From an optimization exercise on the open Yosys and OpenROAD flow, aimed at small area, a short achievable clock period and few clock cycles per item; shortcuts taken in it are not production practice.
In this exercise RTL edits were held to simulation tests only and were not proved equivalent to the original.
Power is estimated from default activity; no workload was simulated.

==> flow/design.v (excerpt) <==
module csa_multiplier (
    input  logic        clk,
    input  logic        rst_n,
    input  logic        in_valid,
    input  logic [15:0] x,
    input  logic [15:0] y,
    output logic        out_valid,
    output logic [31:0] product
);
For scale: roughly 990 cells after synthesis, roughly 68 I/O pins.
clock: 6.5 ns
lec_check: 0
cap_margin: 20
core_margin: 2
core_utilization: 40
cts_cluster_diameter: 80
cts_cluster_size: 24
setup_slack_margin: 4.3
slew_margin: 20
standard.sh (not shown) runs the stock make flow with config.mk's settings and CLKGATE_MAP_FILE= SYNTH_SCRIPT=/design/flow/synth_recipe.tcl, a recipe that flattens the netlist after the stock synthesis.
==> flow/flow/run.sh <==
#!/bin/bash
# Own layout flow: the standard layout with two changes.
# 1. Synthesis: Yosys's synth runs with -noabc, so its early "abc -fast" pass
#    does not re-map the hand-written full/half adders before extract_fa maps
#    them to the library's fa/ha cells (no inverters between adders).
# 2. Port buffers: buffer_ports still gives every input and output port a
#    buffer, but uses the plain buffer named below instead of the delay cell
#    it picks by default.
# Everything else is the standard flow (standard.sh, ORFS make targets).
set -euo pipefail
here=$(pwd)
sed 's/yosys synth -nofsm -noshare /yosys synth -nofsm -noshare -noabc /' synth_recipe.tcl > noabc_synth.tcl
grep -q -- "-noabc" noabc_synth.tcl
export BUFFER_PORTS_ARGS="-buffer_cell sky130_fd_sc_hd__buf_2"
bash standard.sh SYNTH_SCRIPT="$here/noabc_synth.tcl" finish > "$here/flow_make.log" 2>&1
The baseline produced a clean layout.
Testbench counts at the start, summed over its fixed seeds: cycles 12,024, items 12,000.
Change:
--- a/flow/flow/run.sh
+++ b/flow/flow/run.sh
@@ -13,3 +13,3 @@
 grep -q -- "-noabc" noabc_synth.tcl
-export BUFFER_PORTS_ARGS="-buffer_cell sky130_fd_sc_hd__buf_2"
+export BUFFER_PORTS_ARGS="-buffer_cell sky130_fd_sc_hd__buf_1"
 bash standard.sh SYNTH_SCRIPT="$here/noabc_synth.tcl" finish > "$here/flow_make.log" 2>&1
- PLACE_DENSITY: unset -> 0.8
Setup slack gets worse by 0.0034 ns.
Wire length increases by 3.7%.
Final cell count decreases by 0.36%.
Combinational power increases by about 6%.
Total power increases by 3.1%.
Clock skew decreases by 0.021 ns.
Maximum frequency hardly moves.
Utilization increases by 0.13 points.
Clock-buffer cell count decreases by 3.
Critical path depth decreases by 4.
Change:
- GPL_TIMING_DRIVEN: unset -> 0
- PLACE_DENSITY: 0.8 -> unset
Clock skew climbs by 0.015 ns.
Sequential share of layout area falls by 3.1 points.
Cell area rose by 7.5%.
Change:
- GPL_TIMING_DRIVEN: 0 -> unset
The changed run completed with no timing, DRC or antenna violations.
Final area came out lower by 7.2%.
Worst setup slack improved by 0.0058 ns.
Total power came out lower by 2.4%.
Core utilization came out lower by 3.5 points.
Routed wire length came out lower by 13%.
Sequential share of layout area came out higher by 3.0 points.
Combinational power came out lower by 9.6%.
Global-route usage came out lower by 2.1 points.
Clock-buffer cell count does not change.
Synthesized area is unchanged.
Change:
- CORE_UTILIZATION: 40 -> 60
The new run passed the timing, design-rule and antenna checks.
Flip-flop and latch count stays the same.
Global-route usage is higher by 8.2 points.
Sequential share of layout area rises by 0.81 points.
Wire length is about the same.
Design area shrinks by 2.3%.

csa_multiplier, a different RTL version from the one above (not shown whole).
Size in the first run: ~930 cells after synthesis, about 220 flip-flops, ~0.011 sq mm of cells after synthesis.
clock: 6.5 ns
lec_check: 0
cap_margin: 20
core_margin: 2
core_utilization: 40
cts_cluster_diameter: 80
cts_cluster_size: 30
setup_slack_margin: 4.25
slew_margin: 20
==> flow/flow/run.sh <==
#!/bin/bash
# Own layout flow: the standard layout with two changes.
# 1. Synthesis: Yosys's synth runs with -noabc, so its early "abc -fast" pass
#    does not re-map the hand-written full/half adders before extract_fa maps
#    them to the library's fa/ha cells (no inverters between adders).
# 2. Port buffers: buffer_ports still gives every input and output port a
#    buffer, but uses the plain buffer named below instead of the delay cell
#    it picks by default.
# Everything else is the standard flow (standard.sh, ORFS make targets).
set -euo pipefail
here=$(pwd)
sed 's/yosys synth -nofsm -noshare /yosys synth -nofsm -noshare -noabc /' synth_recipe.tcl > noabc_synth.tcl
grep -q -- "-noabc" noabc_synth.tcl
export BUFFER_PORTS_ARGS="-buffer_cell sky130_fd_sc_hd__buf_1"
bash standard.sh SYNTH_SCRIPT="$here/noabc_synth.tcl" finish > "$here/flow_make.log" 2>&1
Testbench counts at the start, summed over its fixed seeds: cycles 12,024, items 12,000.
Then changed:
Settings changed: CTS_CLUSTER_SIZE 30 to 24, SETUP_SLACK_MARGIN 4.25 to 4.2.
Sequential power is about the same.
Clock power climbs by about 1%.
First-iteration DRC count climbs by about 30%.
Setup slack degrades by 0.074 ns.
Then changed:
Settings changed: CORE_UTILIZATION 40 to 35, CTS_CLUSTER_DIAMETER 80 to 100, CTS_CLUSTER_SIZE 24 to 30, SETUP_SLACK_MARGIN 4.2 to 4.25.
The new run completed with no timing, DRC or antenna violations.
Setup slack improved by 0.076 ns.
Via count stays flat.
Routed wire length rises by a few percent.
Then changed:
Settings changed: CORE_UTILIZATION 35 to 40, PLACE_DENSITY from default to 0.7.
Result: The changed run produced a clean layout; sequential power is about the same; clock power stays flat; fmax went down by 1.6%; cell area came out lower by 0.97%; wire length decreases by 3.4%; worst setup slack degrades by 0.036 ns; count of clock-buffer cells in the layout went up by 2.
Then changed:
Settings changed: PLACE_DENSITY 0.7 to default, SETUP_SLACK_MARGIN 4.25 to 4.3.
After rerunning: Hold slack is about the same; final cell count barely changes; critical path depth does not change; non-clock buffer count decreases by 1; synthesized area is unchanged; cell area came out higher by about 0.56%; worst setup slack gets better by 0.042 ns; first-iteration DRC count is lower by 2.3%; die area is unchanged; core utilization is higher by 0.25 points; global-route usage barely changes.
Then changed:
Settings changed: CTS_CLUSTER_DIAMETER 100 to 80, CTS_CLUSTER_SIZE 30 to 24.
Core utilization grows by 0.65 points.
Global-route usage grows by 0.13 points.
Power grows by 4.1%.

==> afterwards: timing with drivers on the ports <==
The flow's constraints put no driver on any port. The routed layouts listed below were extracted and timed again, unchanged, in two steps.
Step 1 (the two cells are an assumption about what drives the block):
set clk [get_ports {clk}]
set_driving_cell -lib_cell sky130_fd_sc_hd__clkbuf_16 $clk
set_driving_cell -lib_cell sky130_fd_sc_hd__buf_2 [delete_from_list [all_inputs] $clk]
Step 2 moves the port delays by t, midway between the first and last clock arrival at a register: inputs arrive t later, outputs are due t later. That takes back most of the time a late clock gives input paths.
Three values: ideal, step 1, step 2; two values: the first two.
run | t, ns | setup slack, ns | hold slack, ns | worst data-port slew with drivers (ns)
the first run of note 1 | 0.526 | 4.258 / 4.224 / 4.258 | 0.334 / 0.334 / 0.334 | 0.03
the second run of note 1 | 0.528 | 4.255 / 4.208 / 4.277 | 0.322 / 0.322 / 0.322 | 0.04
the third run of note 1 | 0.534 | 4.265 / 4.219 / 4.265 | 0.331 / 0.331 / 0.331 | 0.04
the fourth run of note 1 | 0.518 | 4.271 / 4.241 / 4.271 | 0.332 / 0.332 / 0.332 | 0.04
the fifth run of note 1 | 0.514 | 4.245 / 4.236 / 4.245 | 0.333 / 0.333 / 0.333 | 0.03
the first run of note 2 | 0.536 | 4.238 / 4.204 / 4.238 | 0.335 / 0.335 / 0.335 | 0.03
the second run of note 2 | 0.530 | 4.164 / 4.164 / 4.164 | 0.332 / 0.332 / 0.332 | 0.03
the third run of note 2 | 0.512 | 4.240 / 4.231 / 4.240 | 0.335 / 0.335 / 0.335 | 0.04
the fourth run of note 2 | 0.504 | 4.204 / 4.204 / 4.204 | 0.338 / 0.338 / 0.338 | 0.04
the fifth run of note 2 | 0.507 | 4.246 / 4.245 / 4.246 | 0.337 / 0.337 / 0.337 | 0.03
the sixth run of note 2 | 0.520 | 4.244 / 4.238 / 4.244 | 0.332 / 0.332 / 0.332 | 0.03
After both steps every run listed still meets setup and hold.
